Background: an optimization exercise with open tools, aiming at small area and a short achievable clock period. Do not read the settings as production practice.
Only simulation tests tie the RTL to the original design; equivalence was not proved.
Power is estimated from default activity; no workload was simulated.

File: flow/design.v
`default_nettype none
package frame_gen_pkg;
	typedef logic [47:0] mac_addr_t;
	typedef logic [31:0] ip_addr_t;
	typedef logic [15:0] udp_port_t;
	typedef logic [2:0]  cfg_addr_t;
	typedef logic [31:0] cfg_word_t;
	typedef enum logic [1:0] {
		KIND_UDP  = 2'd0,
		KIND_ARP  = 2'd1,
		KIND_ICMP = 2'd2
	} frame_kind_t;
	typedef struct packed {
		logic      enable;
		mac_addr_t local_mac;
		ip_addr_t  local_ip;
		mac_addr_t peer_mac;
		ip_addr_t  peer_ip;
		udp_port_t src_port;
		udp_port_t dst_port;
	} frame_cfg_t;
	typedef struct packed {
		logic [7:0] data;
		logic       last;
	} stream_beat_t;
	localparam cfg_addr_t REG_CTRL         = 3'd0;  
	localparam cfg_addr_t REG_LOCAL_MAC_HI = 3'd1;
	localparam cfg_addr_t REG_LOCAL_MAC_LO = 3'd2;
	localparam cfg_addr_t REG_LOCAL_IP     = 3'd3;
	localparam cfg_addr_t REG_PEER_MAC_HI  = 3'd4;
	localparam cfg_addr_t REG_PEER_MAC_LO  = 3'd5;
	localparam cfg_addr_t REG_PEER_IP      = 3'd6;
	localparam cfg_addr_t REG_PORTS        = 3'd7;  
	localparam mac_addr_t DEF_LOCAL_MAC = 48'h0024_7EDF_CA5E;
	localparam ip_addr_t  DEF_LOCAL_IP  = {8'd192, 8'd168, 8'd0, 8'd119};
	localparam mac_addr_t DEF_PEER_MAC  = 48'h00D0_0800_0002;
	localparam ip_addr_t  DEF_PEER_IP   = {8'd192, 8'd168, 8'd0, 8'd110};
	localparam udp_port_t DEF_PORT      = 16'd8080;
	localparam logic [15:0] ETH_TYPE_IPV4  = 16'h0800;
	localparam logic [15:0] ETH_TYPE_ARP   = 16'h0806;
	localparam logic [15:0] ARP_OP_REQUEST = 16'h0001;
	localparam logic [7:0]  IP_PROTO_UDP   = 8'd17;
	localparam logic [7:0]  IP_PROTO_ICMP  = 8'd1;
	localparam logic [7:0]  IP_TTL         = 8'h80;
	localparam logic [31:0]  UDP_FLAG_WORD = 32'hE1EC_0C0D;
	localparam logic [127:0] UDP_PAYLOAD   = 128'h1234_5611_1134_5678_1234_5678_AABB_CCDD;
	localparam logic [15:0]  ICMP_ID       = 16'h0001;
	localparam logic [15:0]  ICMP_SEQ      = 16'h0005;
	localparam logic [255:0] ICMP_PAYLOAD  =
		256'h6162_6364_6566_6768_696a_6b6c_6d6e_6f70_7172_7374_7576_7761_6263_6465_6667_6869;
	localparam int ETH_HDR_BYTES   = 14;
	localparam int IP_HDR_BYTES    = 20;
	localparam int ARP_BYTES       = 42;
	localparam int ICMP_BYTES      = 74;
	localparam int UDP_BYTES       = 62;
	localparam int MIN_FRAME_BYTES = 60;
	localparam int FCS_BYTES       = 4;
	localparam int MAX_BODY_BYTES  = ICMP_BYTES;
	localparam int BYTE_IDX_W      = $clog2(MAX_BODY_BYTES);
	localparam int FRAMES_PER_KIND   = 5;
	localparam int FRAME_CNT_W       = $clog2(FRAMES_PER_KIND);
	localparam int GAP_CYCLES        = 16;
	localparam int GAP_CNT_W         = $clog2(GAP_CYCLES);
	localparam logic [31:0] CRC_POLY = 32'hEDB8_8320;
	function automatic int padded_len(input int n);
		int r;
		if (n < MIN_FRAME_BYTES)
			r = MIN_FRAME_BYTES;
		else
			r = n;
		padded_len = r;
	endfunction
endpackage
`default_nettype wire
`timescale 1ns/1ps
`default_nettype none
module frame_cfg_regs (
	input  logic       sys_clk,
	input  logic       sys_rst,
	input  logic       cfg_we,
	input  frame_gen_pkg::cfg_addr_t  cfg_addr,
	input  frame_gen_pkg::cfg_word_t  cfg_wdata,
	output frame_gen_pkg::frame_cfg_t cfg
);
	logic [7:0]  we;
	logic [31:0] d_zero;  
	logic [31:0] d_one;   
	always_comb
		for (int a = 0; a < 8; a++)
			we[a] = sys_rst || (cfg_we && cfg_addr == 3'(a));
	assign d_zero = sys_rst ? 32'h0 : cfg_wdata;
	assign d_one  = sys_rst ? 32'hFFFF_FFFF : cfg_wdata;
	function automatic logic [31:0] pick(input logic [31:0] def);
		pick = (def & d_one) | (~def & d_zero);
	endfunction
	always_ff @(posedge sys_clk) begin
		if (we[frame_gen_pkg::REG_CTRL])         cfg.enable             <= d_zero[0];
		if (we[frame_gen_pkg::REG_LOCAL_MAC_HI]) cfg.local_mac[47:32]   <= 16'(pick(32'(frame_gen_pkg::DEF_LOCAL_MAC[47:32])));
		if (we[frame_gen_pkg::REG_LOCAL_MAC_LO]) cfg.local_mac[31:0]    <= pick(frame_gen_pkg::DEF_LOCAL_MAC[31:0]);
		if (we[frame_gen_pkg::REG_LOCAL_IP])     cfg.local_ip           <= pick(frame_gen_pkg::DEF_LOCAL_IP);
		if (we[frame_gen_pkg::REG_PEER_MAC_HI])  cfg.peer_mac[47:32]    <= 16'(pick(32'(frame_gen_pkg::DEF_PEER_MAC[47:32])));
		if (we[frame_gen_pkg::REG_PEER_MAC_LO])  cfg.peer_mac[31:0]     <= pick(frame_gen_pkg::DEF_PEER_MAC[31:0]);
		if (we[frame_gen_pkg::REG_PEER_IP])      cfg.peer_ip            <= pick(frame_gen_pkg::DEF_PEER_IP);
		if (we[frame_gen_pkg::REG_PORTS]) begin
			cfg.src_port <= 16'(pick({frame_gen_pkg::DEF_PORT, 16'h0}) >> 16);
			cfg.dst_port <= 16'(pick({16'h0, frame_gen_pkg::DEF_PORT}));
		end
	end
endmodule
`default_nettype wire
`timescale 1ns/1ps
`default_nettype none
module frame_gen_top (
	input  logic         sys_clk,
	input  logic         sys_rst,
	input  logic         cfg_we,
	input  frame_gen_pkg::cfg_addr_t    cfg_addr,
	input  frame_gen_pkg::cfg_word_t    cfg_wdata,
	output frame_gen_pkg::stream_beat_t tx_beat,
	output logic         tx_valid,
	input  logic         tx_ready
);
	frame_gen_pkg::frame_cfg_t  cfg;
	frame_cfg_regs u_cfg_regs (
		.sys_clk   (sys_clk),
		.sys_rst   (sys_rst),
		.cfg_we    (cfg_we),
		.cfg_addr  (cfg_addr),
		.cfg_wdata (cfg_wdata),
		.cfg       (cfg)
	);
	logic       frame_start;
	logic       frame_done;
	logic       valid;      
	logic       busy;       
	logic       gap_done;
	logic [3:0] gap_cnt;
	logic [2:0] frame_cnt;
	frame_gen_pkg::frame_kind_t frame_kind;
	frame_gen_pkg::frame_kind_t next_kind;
	assign busy     = frame_start || valid || frame_done;
	assign gap_done = !busy && cfg.enable && (gap_cnt == 4'd15);
	always_ff @(posedge sys_clk) begin
		if (sys_rst) begin
			gap_cnt     <= '0;
			frame_start <= 1'b0;
		end else begin
			frame_start <= gap_done;
			if (busy || !cfg.enable || gap_done)
				gap_cnt <= '0;
			else
				gap_cnt <= gap_cnt + 1'b1;
		end
	end
	always_comb begin
		case (frame_kind)
			frame_gen_pkg::KIND_UDP: next_kind = frame_gen_pkg::KIND_ARP;
			frame_gen_pkg::KIND_ARP: next_kind = frame_gen_pkg::KIND_ICMP;
			default:  next_kind = frame_gen_pkg::KIND_UDP;
		endcase
	end
	always_ff @(posedge sys_clk) begin
		if (sys_rst) begin
			frame_kind <= frame_gen_pkg::KIND_UDP;
			frame_cnt  <= '0;
		end else if (frame_done) begin
			if (frame_cnt == 3'd4) begin
				frame_cnt  <= '0;
				frame_kind <= next_kind;
			end else begin
				frame_cnt <= frame_cnt + 1'b1;
			end
		end
	end
	frame_gen_pkg::mac_addr_t s_local_mac;
	frame_gen_pkg::ip_addr_t  s_local_ip;
	frame_gen_pkg::mac_addr_t s_peer_mac;
	frame_gen_pkg::ip_addr_t  s_peer_ip;
	frame_gen_pkg::udp_port_t s_src_port;
	frame_gen_pkg::udp_port_t s_dst_port;
	always_ff @(posedge sys_clk) begin
		if (frame_start) begin
			s_local_mac <= cfg.local_mac;
			s_local_ip  <= cfg.local_ip;
			s_peer_mac  <= cfg.peer_mac;
			s_peer_ip   <= cfg.peer_ip;
			s_src_port  <= cfg.src_port;
			s_dst_port  <= cfg.dst_port;
		end
	end
	logic [4:0]  cs_cnt;
	logic [15:0] cs_acc;
	logic        cs_c;
	logic [3:0]  cs_nib;
	logic [4:0]  cs_sum;
	logic [63:0] cs_words;
	logic [15:0] ip_csum;
	assign cs_words = {s_peer_ip, s_local_ip};
	assign cs_nib   = cs_cnt[4] ? 4'h0 : cs_words[cs_cnt[3:0]*4 +: 4];
	assign cs_sum   = 5'(cs_acc[3:0]) + 5'(cs_nib) + 5'(cs_c);
	always_ff @(posedge sys_clk) begin
		if (frame_start) begin
			cs_cnt <= '0;
			cs_c   <= 1'b0;
			cs_acc <= (frame_kind == frame_gen_pkg::KIND_ICMP) ? 16'h053E : 16'h0542;
		end else if (cs_cnt != 5'd20) begin
			cs_cnt <= cs_cnt + 1'b1;
			cs_c   <= cs_sum[4];
			cs_acc <= {cs_sum[3:0], cs_acc[15:4]};
		end
	end
	assign ip_csum = ~{cs_acc[15:1], cs_acc[0] | cs_c};
	logic [6:0] nidx;
	logic [6:0] last_idx;
	logic [7:0] nxt_byte;
	always_comb begin
		case (frame_kind)
			frame_gen_pkg::KIND_ARP:  last_idx = 7'd59;
			frame_gen_pkg::KIND_ICMP: last_idx = 7'd73;
			default:                  last_idx = 7'd61;
		endcase
	end
	logic [24:0] nsel;
	logic [7:0] nconst;
	logic [74:0] at;  
	logic k_udp, k_arp, k_icmp;
	assign k_arp  = (frame_kind == frame_gen_pkg::KIND_ARP);
	assign k_icmp = (frame_kind == frame_gen_pkg::KIND_ICMP);
	assign k_udp  = !k_arp && !k_icmp;
	always_comb
		for (int i = 0; i < 75; i++)
			at[i] = (nidx == 7'(i));
	assign nsel[0] = (k_udp && at[1]) | (k_icmp && at[1]);  
	assign nsel[1] = (k_udp && at[2]) | (k_icmp && at[2]);  
	assign nsel[2] = (k_udp && at[3]) | (k_icmp && at[3]);  
	assign nsel[3] = (k_udp && at[4]) | (k_icmp && at[4]);  
	assign nsel[4] = (k_udp && at[5]) | (k_icmp && at[5]);  
	assign nsel[5] = (k_udp && at[6]) | (k_arp && at[6]) | (k_arp && at[22]) | (k_icmp && at[6]);  
	assign nsel[6] = (k_udp && at[7]) | (k_arp && at[7]) | (k_arp && at[23]) | (k_icmp && at[7]);  
	assign nsel[7] = (k_udp && at[8]) | (k_arp && at[8]) | (k_arp && at[24]) | (k_icmp && at[8]);  
	assign nsel[8] = (k_udp && at[9]) | (k_arp && at[9]) | (k_arp && at[25]) | (k_icmp && at[9]);  
	assign nsel[9] = (k_udp && at[10]) | (k_arp && at[10]) | (k_arp && at[26]) | (k_icmp && at[10]);  
	assign nsel[10] = (k_udp && at[11]) | (k_arp && at[11]) | (k_arp && at[27]) | (k_icmp && at[11]);  
	assign nsel[11] = (k_udp && at[26]) | (k_arp && at[28]) | (k_icmp && at[26]);  
	assign nsel[12] = (k_udp && at[27]) | (k_arp && at[29]) | (k_icmp && at[27]);  
	assign nsel[13] = (k_udp && at[28]) | (k_arp && at[30]) | (k_icmp && at[28]);  
	assign nsel[14] = (k_udp && at[29]) | (k_arp && at[31]) | (k_icmp && at[29]);  
	assign nsel[15] = (k_udp && at[30]) | (k_arp && at[38]) | (k_icmp && at[30]);  
	assign nsel[16] = (k_udp && at[31]) | (k_arp && at[39]) | (k_icmp && at[31]);  
	assign nsel[17] = (k_udp && at[32]) | (k_arp && at[40]) | (k_icmp && at[32]);  
	assign nsel[18] = (k_udp && at[33]) | (k_arp && at[41]) | (k_icmp && at[33]);  
	assign nsel[19] = (k_udp && at[34]);  
	assign nsel[20] = (k_udp && at[35]);  
	assign nsel[21] = (k_udp && at[36]);  
	assign nsel[22] = (k_udp && at[37]);  
	assign nsel[23] = (k_udp && at[24]) | (k_icmp && at[24]);  
	assign nsel[24] = (k_udp && at[25]) | (k_icmp && at[25]);  
	assign nconst[0] = (k_udp && at[14]) | (k_udp && at[23]) | (k_udp && at[42]) | (k_udp && at[45]) | (k_udp && at[49]) | (k_udp && at[50]) | (k_udp && at[59]) | (k_udp && at[61]) | (k_arp && at[1]) | (k_arp && at[2]) | (k_arp && at[3]) | (k_arp && at[4]) | (k_arp && at[5]) | (k_arp && at[15]) | (k_arp && at[21]) | (k_icmp && at[14]) | (k_icmp && at[23]) | (k_icmp && at[36]) | (k_icmp && at[39]) | (k_icmp && at[41]) | (k_icmp && at[42]) | (k_icmp && at[44]) | (k_icmp && at[46]) | (k_icmp && at[48]) | (k_icmp && at[50]) | (k_icmp && at[52]) | (k_icmp && at[54]) | (k_icmp && at[56]) | (k_icmp && at[58]) | (k_icmp && at[60]) | (k_icmp && at[62]) | (k_icmp && at[64]) | (k_icmp && at[65]) | (k_icmp && at[67]) | (k_icmp && at[69]) | (k_icmp && at[71]) | (k_icmp && at[73]);
	assign nconst[1] = (k_udp && at[46]) | (k_udp && at[48]) | (k_udp && at[52]) | (k_udp && at[54]) | (k_udp && at[56]) | (k_udp && at[58]) | (k_udp && at[59]) | (k_arp && at[1]) | (k_arp && at[2]) | (k_arp && at[3]) | (k_arp && at[4]) | (k_arp && at[5]) | (k_arp && at[13]) | (k_arp && at[18]) | (k_icmp && at[37]) | (k_icmp && at[43]) | (k_icmp && at[44]) | (k_icmp && at[47]) | (k_icmp && at[48]) | (k_icmp && at[51]) | (k_icmp && at[52]) | (k_icmp && at[55]) | (k_icmp && at[56]) | (k_icmp && at[59]) | (k_icmp && at[60]) | (k_icmp && at[63]) | (k_icmp && at[64]) | (k_icmp && at[66]) | (k_icmp && at[67]) | (k_icmp && at[70]) | (k_icmp && at[71]);
	assign nconst[2] = (k_udp && at[14]) | (k_udp && at[39]) | (k_udp && at[43]) | (k_udp && at[44]) | (k_udp && at[45]) | (k_udp && at[47]) | (k_udp && at[48]) | (k_udp && at[51]) | (k_udp && at[52]) | (k_udp && at[55]) | (k_udp && at[56]) | (k_udp && at[60]) | (k_udp && at[61]) | (k_arp && at[1]) | (k_arp && at[2]) | (k_arp && at[3]) | (k_arp && at[4]) | (k_arp && at[5]) | (k_arp && at[13]) | (k_arp && at[18]) | (k_arp && at[19]) | (k_icmp && at[14]) | (k_icmp && at[17]) | (k_icmp && at[36]) | (k_icmp && at[37]) | (k_icmp && at[41]) | (k_icmp && at[45]) | (k_icmp && at[46]) | (k_icmp && at[47]) | (k_icmp && at[48]) | (k_icmp && at[53]) | (k_icmp && at[54]) | (k_icmp && at[55]) | (k_icmp && at[56]) | (k_icmp && at[61]) | (k_icmp && at[62]) | (k_icmp && at[63]) | (k_icmp && at[64]) | (k_icmp && at[68]) | (k_icmp && at[69]) | (k_icmp && at[70]) | (k_icmp && at[71]);
	assign nconst[3] = (k_udp && at[12]) | (k_udp && at[39]) | (k_udp && at[43]) | (k_udp && at[44]) | (k_udp && at[45]) | (k_udp && at[53]) | (k_udp && at[57]) | (k_udp && at[58]) | (k_udp && at[59]) | (k_udp && at[60]) | (k_udp && at[61]) | (k_arp && at[1]) | (k_arp && at[2]) | (k_arp && at[3]) | (k_arp && at[4]) | (k_arp && at[5]) | (k_arp && at[12]) | (k_arp && at[16]) | (k_icmp && at[12]) | (k_icmp && at[17]) | (k_icmp && at[34]) | (k_icmp && at[36]) | (k_icmp && at[49]) | (k_icmp && at[50]) | (k_icmp && at[51]) | (k_icmp && at[52]) | (k_icmp && at[53]) | (k_icmp && at[54]) | (k_icmp && at[55]) | (k_icmp && at[56]) | (k_icmp && at[72]) | (k_icmp && at[73]);
	assign nconst[4] = (k_udp && at[17]) | (k_udp && at[23]) | (k_udp && at[39]) | (k_udp && at[46]) | (k_udp && at[47]) | (k_udp && at[48]) | (k_udp && at[49]) | (k_udp && at[50]) | (k_udp && at[51]) | (k_udp && at[52]) | (k_udp && at[53]) | (k_udp && at[54]) | (k_udp && at[55]) | (k_udp && at[56]) | (k_udp && at[57]) | (k_udp && at[59]) | (k_udp && at[61]) | (k_arp && at[1]) | (k_arp && at[2]) | (k_arp && at[3]) | (k_arp && at[4]) | (k_arp && at[5]) | (k_icmp && at[17]) | (k_icmp && at[37]) | (k_icmp && at[57]) | (k_icmp && at[58]) | (k_icmp && at[59]) | (k_icmp && at[60]) | (k_icmp && at[61]) | (k_icmp && at[62]) | (k_icmp && at[63]) | (k_icmp && at[64]);
	assign nconst[5] = (k_udp && at[17]) | (k_udp && at[42]) | (k_udp && at[43]) | (k_udp && at[47]) | (k_udp && at[51]) | (k_udp && at[53]) | (k_udp && at[55]) | (k_udp && at[57]) | (k_udp && at[58]) | (k_udp && at[59]) | (k_arp && at[1]) | (k_arp && at[2]) | (k_arp && at[3]) | (k_arp && at[4]) | (k_arp && at[5]) | (k_icmp && at[17]) | (k_icmp && at[42]) | (k_icmp && at[43]) | (k_icmp && at[44]) | (k_icmp && at[45]) | (k_icmp && at[46]) | (k_icmp && at[47]) | (k_icmp && at[48]) | (k_icmp && at[49]) | (k_icmp && at[50]) | (k_icmp && at[51]) | (k_icmp && at[52]) | (k_icmp && at[53]) | (k_icmp && at[54]) | (k_icmp && at[55]) | (k_icmp && at[56]) | (k_icmp && at[57]) | (k_icmp && at[58]) | (k_icmp && at[59]) | (k_icmp && at[60]) | (k_icmp && at[61]) | (k_icmp && at[62]) | (k_icmp && at[63]) | (k_icmp && at[64]) | (k_icmp && at[65]) | (k_icmp && at[66]) | (k_icmp && at[67]) | (k_icmp && at[68]) | (k_icmp && at[69]) | (k_icmp && at[70]) | (k_icmp && at[71]) | (k_icmp && at[72]) | (k_icmp && at[73]);
	assign nconst[6] = (k_udp && at[14]) | (k_udp && at[20]) | (k_udp && at[42]) | (k_udp && at[43]) | (k_udp && at[48]) | (k_udp && at[52]) | (k_udp && at[53]) | (k_udp && at[56]) | (k_udp && at[57]) | (k_udp && at[60]) | (k_udp && at[61]) | (k_arp && at[1]) | (k_arp && at[2]) | (k_arp && at[3]) | (k_arp && at[4]) | (k_arp && at[5]) | (k_icmp && at[14]) | (k_icmp && at[20]) | (k_icmp && at[36]) | (k_icmp && at[37]) | (k_icmp && at[42]) | (k_icmp && at[43]) | (k_icmp && at[44]) | (k_icmp && at[45]) | (k_icmp && at[46]) | (k_icmp && at[47]) | (k_icmp && at[48]) | (k_icmp && at[49]) | (k_icmp && at[50]) | (k_icmp && at[51]) | (k_icmp && at[52]) | (k_icmp && at[53]) | (k_icmp && at[54]) | (k_icmp && at[55]) | (k_icmp && at[56]) | (k_icmp && at[57]) | (k_icmp && at[58]) | (k_icmp && at[59]) | (k_icmp && at[60]) | (k_icmp && at[61]) | (k_icmp && at[62]) | (k_icmp && at[63]) | (k_icmp && at[64]) | (k_icmp && at[65]) | (k_icmp && at[66]) | (k_icmp && at[67]) | (k_icmp && at[68]) | (k_icmp && at[69]) | (k_icmp && at[70]) | (k_icmp && at[71]) | (k_icmp && at[72]) | (k_icmp && at[73]);
	assign nconst[7] = (k_udp && at[22]) | (k_udp && at[42]) | (k_udp && at[43]) | (k_udp && at[58]) | (k_udp && at[59]) | (k_udp && at[60]) | (k_udp && at[61]) | (k_arp && at[1]) | (k_arp && at[2]) | (k_arp && at[3]) | (k_arp && at[4]) | (k_arp && at[5]) | (k_icmp && at[22]);
	always_comb begin
		nxt_byte = nconst;
		nxt_byte = nxt_byte | ({8{nsel[0]}} & s_peer_mac[39:32]);
		nxt_byte = nxt_byte | ({8{nsel[1]}} & s_peer_mac[31:24]);
		nxt_byte = nxt_byte | ({8{nsel[2]}} & s_peer_mac[23:16]);
		nxt_byte = nxt_byte | ({8{nsel[3]}} & s_peer_mac[15:8]);
		nxt_byte = nxt_byte | ({8{nsel[4]}} & s_peer_mac[7:0]);
		nxt_byte = nxt_byte | ({8{nsel[5]}} & s_local_mac[47:40]);
		nxt_byte = nxt_byte | ({8{nsel[6]}} & s_local_mac[39:32]);
		nxt_byte = nxt_byte | ({8{nsel[7]}} & s_local_mac[31:24]);
		nxt_byte = nxt_byte | ({8{nsel[8]}} & s_local_mac[23:16]);
		nxt_byte = nxt_byte | ({8{nsel[9]}} & s_local_mac[15:8]);
		nxt_byte = nxt_byte | ({8{nsel[10]}} & s_local_mac[7:0]);
		nxt_byte = nxt_byte | ({8{nsel[11]}} & s_local_ip[31:24]);
		nxt_byte = nxt_byte | ({8{nsel[12]}} & s_local_ip[23:16]);
		nxt_byte = nxt_byte | ({8{nsel[13]}} & s_local_ip[15:8]);
		nxt_byte = nxt_byte | ({8{nsel[14]}} & s_local_ip[7:0]);
		nxt_byte = nxt_byte | ({8{nsel[15]}} & s_peer_ip[31:24]);
		nxt_byte = nxt_byte | ({8{nsel[16]}} & s_peer_ip[23:16]);
		nxt_byte = nxt_byte | ({8{nsel[17]}} & s_peer_ip[15:8]);
		nxt_byte = nxt_byte | ({8{nsel[18]}} & s_peer_ip[7:0]);
		nxt_byte = nxt_byte | ({8{nsel[19]}} & s_src_port[15:8]);
		nxt_byte = nxt_byte | ({8{nsel[20]}} & s_src_port[7:0]);
		nxt_byte = nxt_byte | ({8{nsel[21]}} & s_dst_port[15:8]);
		nxt_byte = nxt_byte | ({8{nsel[22]}} & s_dst_port[7:0]);
		nxt_byte = nxt_byte | ({8{nsel[23]}} & ip_csum[15:8]);
		nxt_byte = nxt_byte | ({8{nsel[24]}} & ip_csum[7:0]);
	end
	function automatic logic [31:0] crc_tab(input logic [7:0] x);
		logic [31:0] r;
		r = {24'h0, x};
		for (int b = 0; b < 8; b++)
			r = r[0] ? ((r >> 1) ^ frame_gen_pkg::CRC_POLY) : (r >> 1);
		crc_tab = r;
	endfunction
	logic [7:0]  out_data;
	logic        out_last;
	logic        fcs;        
	logic        is_last;    
	logic [1:0]  fcs_cnt;
	logic [31:0] crc;
	logic [7:0]  crc_x;
	logic [31:0] crc_next;
	logic        xfer;
	assign xfer     = valid && tx_ready;
	assign crc_x    = fcs ? 8'h00 : (crc[7:0] ^ out_data);
	assign crc_next = (crc >> 8) ^ crc_tab(crc_x);
	always_ff @(posedge sys_clk) begin
		if (sys_rst) begin
			valid      <= 1'b0;
			out_last   <= 1'b0;
			frame_done <= 1'b0;
		end else begin
			frame_done <= xfer && out_last;
			if (frame_start) begin
				valid    <= 1'b1;
				out_last <= 1'b0;
			end else if (xfer) begin
				if (out_last)
					valid <= 1'b0;
				out_last <= fcs && (fcs_cnt == 2'd2);
			end
		end
	end
	always_ff @(posedge sys_clk) begin
		if (frame_start) begin
			fcs      <= 1'b0;
			is_last  <= 1'b0;
			nidx     <= 7'd1;
			crc      <= '1;
			out_data <= (frame_kind == frame_gen_pkg::KIND_ARP) ? 8'hFF : cfg.peer_mac[47:40];
		end else if (xfer) begin
			crc <= crc_next;
			if (fcs || is_last) begin
				fcs      <= 1'b1;
				fcs_cnt  <= is_last ? 2'd0 : fcs_cnt + 1'b1;
				is_last  <= 1'b0;
				out_data <= ~crc_next[7:0];
			end else begin
				nidx     <= nidx + 1'b1;
				is_last  <= (nidx == last_idx);
				out_data <= nxt_byte;
			end
		end
	end
	assign tx_valid     = valid;
	assign tx_beat.data = out_data;
	assign tx_beat.last = out_last;
endmodule
`default_nettype wire
File: flow/run.sh
#!/bin/bash
# synth_recipe.tcl (not shown) runs the flow's synth.tcl, then flattens the netlist and writes it again
# the make line also repeats each setting of config.mk as NAME=value (left out here)
make -C /OpenROAD-flow-scripts/flow DESIGN_CONFIG=/design/flow/config.mk WORK_HOME=/design/flow/orfs CLKGATE_MAP_FILE= SYNTH_SCRIPT=/design/flow/synth_recipe.tcl finish
File: flow/config.mk
export PLATFORM = sky130hd
export DESIGN_NAME = frame_gen_top
export DESIGN_NICKNAME = frame_gen_top
export VERILOG_FILES = /design/flow/design.v
export SDC_FILE = /design/flow/constraint.sdc
export NUM_CORES = 4
export LEC_CHECK = 0
export CAP_MARGIN = 20
export CORE_MARGIN = 2
export CORE_UTILIZATION = 40
export SLEW_MARGIN = 20
File: flow/constraint.sdc
create_clock -name core_clock -period 12.0 [get_ports {sys_clk}]
set_input_delay 2.4000 -clock core_clock [delete_from_list [all_inputs] [get_ports {sys_clk}]]
set_output_delay 2.4000 -clock core_clock [all_outputs]
set_load 0.01 [all_outputs]
==> qor.txt, run 1 <==
top cell type's share of synthesized area: 0.620
Area Growth Syn to Fin: 13.3%
Max Buffers Root-to-Sink: 3
Synth top cells by count: edfxtp_1, nor2_1, dfxtp_1
Slowest-stage cell, CP: clkdlybuf4s50_1
EDFF count, synth: 403
initial antenna violation count: 2
synthesized net count: 1404
clock power share: 0.431
Psw: 0.000679 W
total congestion overflow: 0
CTS sink cnt: 463
first-pass GRT wire length: 81.8 mm
Crit path max-delay family: buffers and inverters
buffers added on ports: 48
Post-CTS Setup Bufs: 0
Max Cap Viol: 0
reg2reg path depth: 8
First DRT Iteration DRCs: 1658
post-placement cell count: 1952
R2R setup slack: 8.09 ns
Mapped Cells: 1347
Avg Inst Size Synth: 14.5 sq um
CTS tree: built
Final GP Congestion: 0.963
fin. max-slew vios: 0
I/O pins: 49
synthesized area: 19500 sq um
Hold Path Stages: 0
vias in the first global route: 12100
Worst VDD drop: 0.0984 mV
DR pass1 iterations: 6
Tcrit/Tclk final: 0.335
Sw Share: 0.203
DRC: 0
Min-Delay Path Class: flop to flop
unrepaired setup endpoints after global routing: false
worst r2r src: nidx[1]
Ys Warns: 2
Int Pwr: 0.00266 W
RR Endpoint: out_data[5]
Detailed Place HPWL: 37.7 mm
sequential element share of the synthesized area: 0.682
Fillers: 4169
clk slew on worst S/H paths: 0.06 ns
pwr dens: 151 nW/um^2
Critical path buffers and inverters: 1
Via density: 5.99
ys flop type: edfxtp_1
async set-or-reset flop fraction in the synthesized netlist: 0
Slowest Stage Delay on Critical Path: 0.59 ns
biggest area consumer among synthesized cells: edfxtp_1
DR WL/cell: 27.4 um
leakage: 7.43 nW
Antenna Nets Post-Route: 0
clk latency of the worst-skew pair: 0.60 ns
Die W: 225 um
Yosys reg bits: 463
crit path kind: flop to output port
Synth cell types: 93
Setup Viol. Count Final: 0
Logic pwr share: 0.018
Slew @ Worst Pin: 1.08 ns
CP endpoint kind: output port
Routed WL: 55.9 mm
status: no timing/DRC/antenna violations
row count: 80
number of gates resized after CTS: 0
worst endpoint required time: 9.60 ns
Initial Utilization: 0.407
Relative slew margins: 0.280
minimum clock period: 4.02 ns
Root Buffer: clkbuf_16
share of cells above drive strength 1: 0.136
Overall Global Routing Usage: 0.223
largest net degree at the start of global routing: 176
vias post-DR: 12200
Worst Path Max Fanout: 6
top-count cell post-synth: edfxtp_1
Hold Path Origin: u_cfg_regs.cfg[70]
clk_skew: 0.0319 ns
H-tree depth: 2
Ant. Diodes: 0
Die ar.: 50600 sq um
core footprint: 47900 sq um
# nets final: 1445
crit path cell chain: clkdlybuf4s50_1
non-filler instance count after layout: 2040
Final Hold Viols: 0
chip height: 225 um
Reg power frac: 0.551
total CTS buffers: 49
Worst EP arrival: 1.62 ns
top cells by area, synth: edfxtp_1, dfxtp_1, xnor2_1
TNS Setup: 0 ns
hold endpoint: s_peer_mac[6]
Fmax: 0.249 GHz
Setup crit start kind: flop
hold buffers post-CTS: 0
[flip-flops by register name, indices dropped and copies added (netlist names), 2 cells and up]
register	cells
u_cfg_regs.cfg	193
frame_cnt	3
fcs_cnt	2
out_data	8
s_local_ip	32
s_src_port	16
cs_acc	16
s_peer_ip	32
nidx	7
cs_cnt	5
s_peer_mac	40
crc	32
gap_cnt	4
s_dst_port	16
s_local_mac	48
frame_kind	2
[metrics by stage]
step | hold slack [ns] | power (W) | setup WS (ns) | utilization | instance area [sq um]
after floorplan | 0.400 | 0.00189 | 6.33 | - | 19500
after global placement | 0.401 | 0.00193 | 7.49 | 0.429 | 20600
after detailed placement | 0.405 | 0.00194 | 7.43 | 0.429 | 20600
after CTS | 0.415 | 0.00337 | 7.94 | 0.461 | 22100
after global routing | 0.419 | 0.00345 | 7.91 | 0.461 | 22100
final | 0.412 | 0.00334 | 7.98 | 0.461 | 22100
[layout by cell type, fill, tap and decap left out, types with 12 or more instances in the layout]
master,n
a211o_1,28
a21oi_1,36
a22o_1,13
a22oi_1,27
a31oi_1,16
a32oi_1,13
and3_1,12
buf_4,22
clkbuf_16,49
clkdlybuf4s50_1,47
clkinv_1,12
clkinv_2,12
dfxtp_1,58
edfxtp_1,403
ha_1,16
inv_1,23
mux4_2,20
nand2_1,51
nand3_1,35
nand4_1,13
nor2_1,85
nor2b_1,49
nor3_1,13
o21ai_0,32
o22ai_1,21
or2_2,37
xnor2_1,55
xor2_1,22
[worst max path at each step]
stage          slack [ns]             endpoint  depth (start not counted)   startpoint
6_report             7.98             tx_valid                          1        valid
2_1_floorplan        6.33            cs_acc[0]                          3  frame_start
3_3_place_gp         7.49  u_cfg_regs.cfg[152]                          3       cfg_we
3_5_place_dp         7.43  u_cfg_regs.cfg[160]                          3       cfg_we
5_1_grt              7.91              nidx[6]                          8     tx_ready
4_1_cts              7.94             tx_valid                          1        valid
[layer usage]
metal | part of all wire | vias up | global-route usage | wire [um]
li1 | - | 5296 | - | -
met1 | 0.41 | 6118 | 0.305 | 22900
met2 | 0.45 | 651 | 0.343 | 25200
met3 | 0.095 | 151 | 0.0545 | 5330
met4 | 0.043 | 2 | 0.0931 | 2400
met5 | 0.00023 | - | 0 | 13
[power by group through the flow]
stage                     registers [W]  logic (W)  clock network [W]
after floorplan                 0.00187  0.0000274                  0
after global routing            0.00184  0.0000667            0.00153
after global placement          0.00187  0.0000618                  0
after CTS                       0.00184  0.0000632            0.00147
final                           0.00184  0.0000616            0.00144
after detailed placement        0.00187  0.0000631                  0
[cells by family after synthesis]
logic type               share of synthesized area
AO/OA/AOI/OAI                                0.102
buffers and inverters                       0.0253
flip-flops                                   0.682
multiplexers                                0.0286
XOR/XNOR                                    0.0379
adder cells (fa/ha/maj)                     0.0123
AND/OR/NAND/NOR                              0.112
[area by class of cell]
type                       count  area, sq um  share of cell area
timing repair buffer          71          661              0.0299
inverter                      24         90.1             0.00408
clock inverter                34          292              0.0132
sequential                   463        13300               0.602
multi-input combinational    779         5730               0.259
clock buffer                  54         1240              0.0563
tap                          615          769              0.0348
==> run 2: changes to the inputs <==
==> flow/flow/run.sh (new file) <==
#!/bin/bash
# Own layout flow: the standard layout (standard.sh, unchanged synthesis),
# with repair_timing asked for a larger setup margin so that it optimises the
# paths below the 12 ns constraint as well. Full output of the ORFS run goes to
# standard.log here; ORFS also keeps each step's log under orfs/logs/.
set -euo pipefail
MARGIN=$(cat flow/margin.txt)
bash standard.sh SETUP_SLACK_MARGIN="$MARGIN" finish > standard.log 2>&1
==> flow/flow/margin.txt (new file) <==
7.5
==> flow/standard.sh (new file) <==
#!/bin/bash
# synth_recipe.tcl (not shown) runs the flow's synth.tcl, then flattens the netlist and writes it again
# the make line also repeats each setting of config.mk as NAME=value (left out here)
make -C /OpenROAD-flow-scripts/flow DESIGN_CONFIG=/design/flow/config.mk WORK_HOME=/design/flow/orfs CLKGATE_MAP_FILE= SYNTH_SCRIPT=/design/flow/synth_recipe.tcl "${@:-finish}"
removed: flow/run.sh
==> run 2 against run 1 <==
Against the previous run: still clean on timing, DRC and antenna; register-to-register slack got worse by 0.31 ns; non-clock buffer count decreased by 2; clock skew decreased by 0.015 ns; global-route usage decreased by 0.17 points; sequential power about the same; final cell count about the same; critical path depth increased by 6; count of clock-buffer cells in the layout unchanged; via count about the same; first-iteration DRC count increased by 5.7%; critical path type is now flop to flop.
==> qor.txt, run 2 <==
Critical path buffers and inverters: 1
Levels on crit path: 7
Min-Delay Path Class: flop to flop
Via density: 6.00
total power: 0.00343 W
top-count cell post-synth: edfxtp_1
Slowest-stage cell, CP: nor4bb_2
worst setup margin: 7.78 ns
Setup Viol. Count Final: 0
biggest area consumer among synthesized cells: edfxtp_1
ys flop type: edfxtp_1
Slowest Stage Delay on Critical Path: 1.08 ns
crit path cell chain: inv_1 > ha_1 > nor4bb_2 > a32oi_1 > nor2b_1 > a222oi_1 > a31oi_1
synthesized area: 19500 sq um
Sw Share: 0.203
Synth top cells by count: edfxtp_1, nor2_1, dfxtp_1
Cell Area, Placed: 20500 sq um
Logic pwr share: 0.018
clock power share: 0.446
async set-or-reset flop fraction in the synthesized netlist: 0
Crit path max-delay family: simple AND/OR/NAND/NOR gates
status: no timing/DRC/antenna violations
Max Buffers Root-to-Sink: 3
first-pass GRT wire length: 80.9 mm
buffers added on ports: 48
Largest regs: u_cfg_regs.cfg x193, s_local_mac x48, s_peer_mac x40
clk slew on worst S/H paths: 0.06 ns
Worst VDD drop: 0.112 mV
top cell type's share of synthesized area: 0.620
Synth cell types: 93
DRC: 0
I/O pins: 49
top cells by area, synth: edfxtp_1, dfxtp_1, xnor2_1
Post-CTS Setup Bufs: 0
EDFF count, synth: 403
most frequent cells in the layout: edfxtp_1, nor2_1, dfxtp_1
vias post-DR: 12200
Routed WL: 56.2 mm
Die W: 225 um
Largest Register: u_cfg_regs.cfg
Setup crit start kind: flop
pre-CTS setup slack: 7.28 ns
chip height: 225 um
sequential element share of the synthesized area: 0.682
clk latency of the worst-skew pair: 0.60 ns
commonest non-fill, non-tap cell in the layout: edfxtp_1
post-layout util: 0.463
fin. max-slew vios: 0
Max Cap Viol: 0
CTS tree: built
share of cells above drive strength 1: 0.135
clk_skew: 0.0165 ns
Reg power frac: 0.536
total CTS buffers: 47
core footprint: 47900 sq um
Avg Inst Size Synth: 14.5 sq um
CP endpoint kind: flop
row count: 80
# nets final: 1441
Psw: 0.000695 W
Mapped Cells: 1347
Ys Warns: 2
Detailed Place HPWL: 37.1 mm
TNS Setup: 0 ns
crit path kind: flop to flop
leakage: 7.43 nW
hold buffers post-CTS: 0
Final GP Congestion: 0.967
Die ar.: 50600 sq um
Int Pwr: 0.00273 W
Overall Global Routing Usage: 0.222
H-tree depth: 2
Worst EP arrival: 4.54 ns
vias in the first global route: 12000
reg2reg path depth: 7
largest net degree at the start of global routing: 174
Slew @ Worst Pin: 1.13 ns
Root Buffer: clkbuf_16
Area Growth Syn to Fin: 13.7%
pwr dens: 155 nW/um^2
Fillers: 4127
Ant. Diodes: 0
DR WL/cell: 27.6 um
Initial Utilization: 0.407
minimum clock period: 4.22 ns
worst endpoint required time: 12.32 ns
number of gates resized after CTS: 0
Worst Path Max Fanout: 10
Yosys reg bits: 463
initial antenna violation count: 1
DR pass1 iterations: 6
Antenna Nets Post-Route: 0
First DRT Iteration DRCs: 1753
Fmax: 0.237 GHz
total congestion overflow: 0
finished layout cell area: 22200 sq um
unrepaired setup endpoints after global routing: false
CTS sink cnt: 463
max reg flops: 193
Tcrit/Tclk final: 0.352
Final Hold Viols: 0
synthesized net count: 1404
Relative slew margins: 0.237
Hold Path Stages: 0
[run 2: changes by cell type in the layout (fill, tap and decap cells not counted), sizes merged]
cell / previous run / this run
buf: 24 / 22
bufinv: 3 / 7
clkinv: 26 / 20
clkinvlp: 2 / 7
inv: 27 / 24
[run 2: area by class of cell]
type | instances | area, sq um | share of cell area
Multi-Input combinational cell | 779 | 5750 | 0.259
Sequential cell | 463 | 13300 | 0.600
Inverter | 24 | 90.1 | 0.00406
Clock inverter | 34 | 400 | 0.0180
Tap cell | 615 | 769 | 0.0347
Clock buffer | 54 | 1220 | 0.0552
Timing Repair Buffer | 69 | 646 | 0.0291
[run 2: through the flow]
step | hold WS [ns] | instances
after floorplan | 0.400 | 1347
after global placement | 0.401 | 1950
after detailed placement | 0.405 | 1950
after CTS | 0.416 | 2038
after global routing | 0.421 | 2038
final | 0.414 | 2038
[run 2: final timing paths]
check,startpoint,end,slack [ns]
hold / removal,u_cfg_regs.cfg[62],s_peer_ip[30],0.41
setup / recovery,frame_kind[1],out_data[1],7.78
setup reg to reg,frame_kind[1],out_data[1],7.78
hold reg to reg,u_cfg_regs.cfg[62],s_peer_ip[30],0.41
[run 2: worst register-to-register path, cell delays in order, from the launching register on]
cell,delay [ns]
dfxtp_1,0.33
inv_1,0.08
ha_1,0.57
nor4bb_2,1.09
a32oi_1,0.25
nor2b_1,0.84
a222oi_1,0.27
a31oi_1,0.54
[run 2: metal layers]
metal,global-route usage,up-vias,part of all wire
li1,-,5291,-
met1,0.304,6098,0.41
met2,0.345,705,0.45
met3,0.0579,127,0.10
met4,0.0714,2,0.032
met5,0,-,0.00023
[run 2: power groups by stage]
| stage | combinational, W | clock (W) | sequential, W |
|---|---|---|---|
| after detailed placement | 0.0000628 | 0 | 0.00187 |
| final | 0.0000621 | 0.00153 | 0.00184 |
| after global routing | 0.0000670 | 0.00162 | 0.00184 |
| after floorplan | 0.0000274 | 0 | 0.00187 |
| after CTS | 0.0000631 | 0.00155 | 0.00184 |
| after global placement | 0.0000611 | 0 | 0.00187 |
[run 2: cells by family (layout without fill, tap and decap cells)]
| kind of cell | Yosys count | in the layout | synth area share |
|---|---|---|---|
| multiplexers | 30 | 30 | 0.0286 |
| buffers and inverters | 105 | 181 | 0.0253 |
| AND/OR/NAND/NOR | 381 | 381 | 0.112 |
| XOR/XNOR | 81 | 81 | 0.0379 |
| flip-flops | 463 | 463 | 0.682 |
| adder cells (fa/ha/maj) | 18 | 18 | 0.0123 |
| AO/OA/AOI/OAI | 269 | 269 | 0.102 |
==> run 3: changes to the inputs <==
==> flow/flow/margin.txt (replaced) <==
8.5
==> run 3 against run 2 <==
Against the previous run: still clean; synthesized cell count did not move; global-route usage rose by 1.4 points; clock skew rose by 0.036 ns; register-to-register slack improved by 0.72 ns; die area did not move; final cell count rose by 1.5%; sequential power barely moved; critical path depth fell by 6; via count rose by 2.0%; hold slack got worse by 0.019 ns; power fell by 1.3%; critical path type is now flop to output port; largest power group unchanged.
==> qor.txt, run 3 <==
reg2reg path depth: 7
Max Buffers Root-to-Sink: 3
sequential element share of the synthesized area: 0.682
Die W: 225 um
DR WL/cell: 28.5 um
chip height: 225 um
DR pass1 iterations: 8
largest net degree at the start of global routing: 87
Avg Inst Size Synth: 14.5 sq um
top-count cell post-synth: edfxtp_1
Int Pwr: 0.00270 W
CP endpoint kind: output port
Die ar.: 50600 sq um
Sw Share: 0.203
Max Cap Viol: 0
Routed WL: 59.0 mm
ys flop type: edfxtp_1
Largest Register: u_cfg_regs.cfg
post-layout util: 0.472
Initial Utilization: 0.407
Synth top cells by count: edfxtp_1, nor2_1, dfxtp_1
row count: 80
Psw: 0.000686 W
TNS Setup: 0 ns
total power: 0.00339 W
first-pass GRT wire length: 85.3 mm
status: no timing/DRC/antenna violations
Antenna Nets Post-Route: 0
finished layout cell area: 22600 sq um
synthesized net count: 1404
vias in the first global route: 12300
Ys Warns: 2
Critical path buffers and inverters: 1
Setup crit start kind: flop
Levels on crit path: 1
Hold WS: 0.395 ns
biggest area consumer among synthesized cells: edfxtp_1
clk_skew: 0.0530 ns
I/O pins: 49
# nets final: 1475
Final GP Congestion: 0.949
DRC: 0
total CTS buffers: 47
Tcrit/Tclk final: 0.300
minimum clock period: 3.60 ns
commonest non-fill, non-tap cell in the layout: edfxtp_1
Yosys reg bits: 463
total congestion overflow: 0
clock power share: 0.435
crit path cell chain: buf_2
Synth cell types: 93
buffers added on ports: 48
Slowest Stage Delay on Critical Path: 0.43 ns
synthesized area: 19500 sq um
max reg flops: 193
Min-Delay Path Class: flop to flop
CTS sink cnt: 463
Slew @ Worst Pin: 1.03 ns
H-tree depth: 2
clk latency of the worst-skew pair: 0.61 ns
First DRT Iteration DRCs: 1717
Worst EP arrival: 1.20 ns
vias post-DR: 12500
Slowest-stage cell, CP: edfxtp_1
Cell Area, Placed: 20500 sq um
Hold Path Origin: u_cfg_regs.cfg[45]
async set-or-reset flop fraction in the synthesized netlist: 0
most frequent cells in the layout: edfxtp_1, nor2_1, xnor2_1, dfxtp_1, nand2_1
Area Growth Syn to Fin: 15.9%
initial antenna violation count: 3
Reg power frac: 0.543
fin. max-slew vios: 0
core footprint: 47900 sq um
top cells by area, synth: edfxtp_1, dfxtp_1, xnor2_1
Overall Global Routing Usage: 0.236
crit path from: out_data[7]
unrepaired setup endpoints after global routing: true
Largest regs: u_cfg_regs.cfg x193, s_local_mac x48, s_peer_mac x40
Ant. Diodes: 0
crit path kind: flop to output port
Worst Path Max Fanout: 2
top cell type's share of synthesized area: 0.620
worst r2r src: nidx[2]
Root Buffer: clkbuf_16
Setup Viol. Count Final: 0
Detailed Place HPWL: 37.5 mm
hold buffers post-CTS: 0
pwr dens: 150 nW/um^2
Hold Path Stages: 0
Fmax: 0.278 GHz
Mapped Cells: 1347
clk slew on worst S/H paths: 0.06 ns
Relative slew margins: 0.311
Worst VDD drop: 0.0940 mV
Via density: 6.03
Final Hold Viols: 0
EDFF count, synth: 403
worst endpoint required time: 9.60 ns
CTS tree: built
share of cells above drive strength 1: 0.175
Crit path max-delay family: flip-flops
leakage: 7.66 nW
Logic pwr share: 0.022
-- run 3: path summary, 6_finish.rpt --
check                                     end  slack [ns]
worst max-delay path               tx_beat[8]        8.40
worst min-delay path            s_peer_ip[13]        0.40
worst max register to register    out_data[1]        8.50
worst min register to register  s_peer_ip[13]        0.40
-- run 3: area by class of cell --
type / count / area (sq um)
flip-flops and latches: 463 / 13300
clock inverters: 32 / 360
fillers: 4157 / 25300
repair buffers: 98 / 898
inverters: 24 / 90.1
multi-input cells: 784 / 5980
well taps: 615 / 769
clock buffers: 53 / 1200
-- run 3: layer usage --
metal	vias up	part of all wire	track usage
met4	6	0.043	0.0940
met2	707	0.46	0.370
met5	-	0.00053	0
met1	6199	0.40	0.313
met3	198	0.098	0.0606
li1	5361	-	-
-- run 3: power groups by stage --
stage	Clock (W)	Sequential (W)	Combinational [W]
3_5_place_dp	0	0.00187	0.0000613
5_1_grt	0.00157	0.00184	0.0000793
6_report	0.00147	0.00184	0.0000741
2_1_floorplan	0	0.00186	0.0000279
4_1_cts	0.00150	0.00184	0.0000755
3_3_place_gp	0	0.00187	0.0000600
-- run 3: cell families after synthesis --
family          share of synthesized area
fa+ha+maj                          0.0123
buf+inv                            0.0253
mux                                0.0286
compound gates                      0.102
flops                               0.682
simple gates                        0.112
xor+xnor                           0.0379
-- run 3: through the flow --
step	std cells	setup slack [ns]
3_5_place_dp	1950	7.30
4_1_cts	2055	8.38
5_1_grt	2069	8.37
2_1_floorplan	1347	8.44
6_report	2069	8.40
3_3_place_gp	1950	7.36
-- run 3: what timing repair did --
action	CTS	global route
hold endpoints to repair	0	0
resized for setup	85	9
pin swaps	7	1
gates cloned	6	0
setup buffers	14	14
endpoints found under the setup margin	210	60
==> run 4: changes to the inputs <==
==> flow/flow/run.sh (replaced) <==
#!/bin/bash
# Own layout flow: the standard layout (standard.sh, unchanged synthesis),
# with repair_timing asked for a larger setup margin so that it optimises the
# paths below the 12 ns constraint as well, and a flatter clock tree without
# dummy loads. Full output of the ORFS run goes to standard.log here; ORFS also
# keeps each step's log under orfs/logs/.
set -euo pipefail
MARGIN=$(cat flow/margin.txt)
CTS="-sink_clustering_enable -repair_clock_nets -dont_use_dummy_load $(cat flow/cts.txt)"
bash standard.sh SETUP_SLACK_MARGIN="$MARGIN" "CTS_ARGS=$CTS" finish > standard.log 2>&1
==> flow/flow/cts.txt (new file) <==
-sink_clustering_size 30 -sink_clustering_max_diameter 100
--- a/flow/config.mk
+++ b/flow/config.mk
@@ -8,4 +8,4 @@
 export CAP_MARGIN = 20
 export CORE_MARGIN = 2
-export CORE_UTILIZATION = 40
+export CORE_UTILIZATION = 60
 export SLEW_MARGIN = 20
==> run 4 against run 3 <==
Against the previous run: die area is 33% lower; critical path type unchanged; maximum frequency increased by 1.6%; still clean; hold slack worse by 0.020 ns; critical endpoint is now tx_beat[7]; power shrank 21%; sequential power hardly changed; synthesized cell count stayed put.
==> qor.txt, run 4 <==
total CTS buffers: 20
# nets final: 1448
I/O pins: 49
EDFF count, synth: 403
Slowest Stage Delay on Critical Path: 0.46 ns
crit path kind: flop to output port
total congestion overflow: 0
Relative slew margins: 0.320
max reg flops: 193
fin. max-slew vios: 0
first-pass GRT wire length: 79.8 mm
Root Buffer: clkbuf_16
Area Growth Syn to Fin: 9.79%
Overall Global Routing Usage: 0.334
Setup crit start kind: flop
TNS Setup: 0 ns
buffers added on ports: 48
Ant. Diodes: 0
ys flop type: edfxtp_1
chip height: 184 um
leakage: 7.21 nW
top cells by area, synth: edfxtp_1, dfxtp_1, xnor2_1
Largest regs: u_cfg_regs.cfg x193, s_local_mac x48, s_peer_mac x40
Max Buffers Root-to-Sink: 3
Critical path buffers and inverters: 1
biggest area consumer among synthesized cells: edfxtp_1
CTS sink cnt: 463
Routed WL: 55.9 mm
unrepaired setup endpoints after global routing: true
most frequent cells in the layout: edfxtp_1, nor2_1, dfxtp_1
Slew @ Worst Pin: 1.02 ns
worst endpoint required time: 9.60 ns
clk slew on worst S/H paths: 0.10 ns
Slowest-stage cell, CP: edfxtp_1
Yosys reg bits: 463
Final Hold Viols: 0
hold buffers post-CTS: 0
Die ar.: 34000 sq um
async set-or-reset flop fraction in the synthesized netlist: 0
Antenna Nets Post-Route: 0
initial antenna violation count: 2
CP endpoint kind: output port
Min-Delay Path Class: flop to flop
Multi-input gate area: 5970 sq um
row count: 66
Via density: 6.70
Mapped Cells: 1347
commonest non-fill, non-tap cell in the layout: edfxtp_1
Initial Utilization: 0.604
largest net degree at the start of global routing: 83
Max Cap Viol: 0
synthesized net count: 1404
Die W: 184 um
Tcrit/Tclk final: 0.295
sequential element share of the synthesized area: 0.682
Largest Register: u_cfg_regs.cfg
crit path cell chain: buf_2
share of cells above drive strength 1: 0.147
Worst VDD drop: 0.135 mV
DR WL/cell: 30.5 um
Crit path max-delay family: flip-flops
synthesized area: 19500 sq um
H-tree depth: 1
Synth top cells by count: edfxtp_1, nor2_1, dfxtp_1
vias in the first global route: 11400
DRC: 0
First DRT Iteration DRCs: 1844
top cell type's share of synthesized area: 0.620
top-count cell post-synth: edfxtp_1
Final GP Congestion: 0.996
Ys Warns: 2
Detailed Place HPWL: 37.3 mm
pwr dens: 124 nW/um^2
status: no timing/DRC/antenna violations
post-layout util: 0.663
Worst EP arrival: 1.14 ns
Fillers: 2322
Setup Viol. Count Final: 0
finished layout cell area: 21400 sq um
DR pass1 iterations: 7
Worst Path Max Fanout: 2
core footprint: 32300 sq um
clk latency of the worst-skew pair: 0.57 ns
minimum clock period: 3.54 ns
CTS tree: built
FF+latch area: 13300 sq um
Cell Area, Placed: 20400 sq um
clk_skew: 0.0886 ns
vias post-DR: 12300
Synth cell types: 93
Fmax: 0.282 GHz
Avg Inst Size Synth: 14.5 sq um
run 4: cell type report:
class | count | area share
flip-flops and latches | 463 | 0.622
multi-input cells | 784 | 0.279
repair buffers | 98 | 0.0463
clock buffers | 20 | 0.0234
inverters | 24 | 0.00421
well taps | 442 | 0.0258
run 4: power breakdown:
| group | total, W | internal, W | switching [W] |
|---|---|---|---|
| combinational | 0.0000758 | 0.0000284 | 0.0000473 |
| sequential | 0.00184 | 0.00182 | 0.0000194 |
| clock | 0.000750 | 0.000301 | 0.000450 |
| total | 0.00266 | 0.00215 | 0.000516 |
run 4: stage by stage:
step                      hold slack (ns)  std cells  total power, W  setup slack, ns
after floorplan                     0.400       1347         0.00189             8.44
after global placement              0.400       1779         0.00193             7.32
after detailed placement            0.405       1780         0.00194             7.28
after CTS                           0.379       1822         0.00267             8.27
after global routing                0.381       1831         0.00273             8.41
final                               0.375       1831         0.00266             8.46
run 4: final timing paths:
path	slack (ns)	from	cells past startpoint	to
worst min-delay path	0.38	u_cfg_regs.cfg[136]	0	s_local_ip[24]
worst min register to register	0.38	u_cfg_regs.cfg[136]	0	s_local_ip[24]
worst max register to register	8.55	nidx[1]	8	out_data[1]
worst max-delay path	8.46	out_data[6]	1	tx_beat[7]
run 4: logic make-up after synthesis:
kind of cell | synth area share
mux | 0.0286
buf+inv | 0.0253
xor+xnor | 0.0379
simple gates | 0.112
compound gates | 0.102
flops | 0.682
fa+ha+maj | 0.0123
run 4: routing by layer:
metal / vias to the layer above / routed length [um] / track usage
li1: 5256 / - / -
met1: 6032 / 22600 / 0.487
met2: 802 / 24400 / 0.493
met3: 176 / 6260 / 0.0678
met4: 2 / 2760 / 0.140
met5: - / 9 / 0
run 4: timing repair:
action / CTS / global route
endpoints found under the setup margin: 213 / 169
pin swaps: 5 / 1
setup buffers: 16 / 8
gates resized for setup: 71 / 18
cloned: 6 / 1

## port drivers added, routing unchanged
In the flow no input, the clock included, has a driving cell. The finished layouts below were timed again as built, in two steps.
Step 1 sets driving cells, clkbuf_16 on the clock port and buf_2 on the other inputs (assumed; they add their load-dependent delay and slew).
Step 2 adds t to the input delays and takes it off the output delays; t is the mean of the earliest and latest rising clock arrival at the registers after step 1. Input paths then give back, and output paths get back, about the clock's delay inside the block.
Three values: ideal, step 1, step 2; two values: the first two.
| run | shift t [ns] | setup WS [ns] | clock arrival spread, ns | pins driven straight from the clock port |
|---|---|---|---|---|
| run 1 | 0.643 | 7.980 / 7.921 / 7.438 | 0.033 / 0.033 | 1 |
| run 2 | 0.647 | 7.776 / 7.776 / 7.398 | 0.017 / 0.017 | 1 |
| run 3 | 0.645 | 8.400 / 8.341 / 7.903 | 0.054 / 0.055 | 1 |
| run 4 | 0.583 | 8.457 / 8.401 / 7.989 | 0.093 / 0.093 | 1 |
After both steps every run listed still meets setup and hold. The setup slack of run 1, which loses most, moves by -0.059 ns with the drivers and by -0.542 ns with both steps.
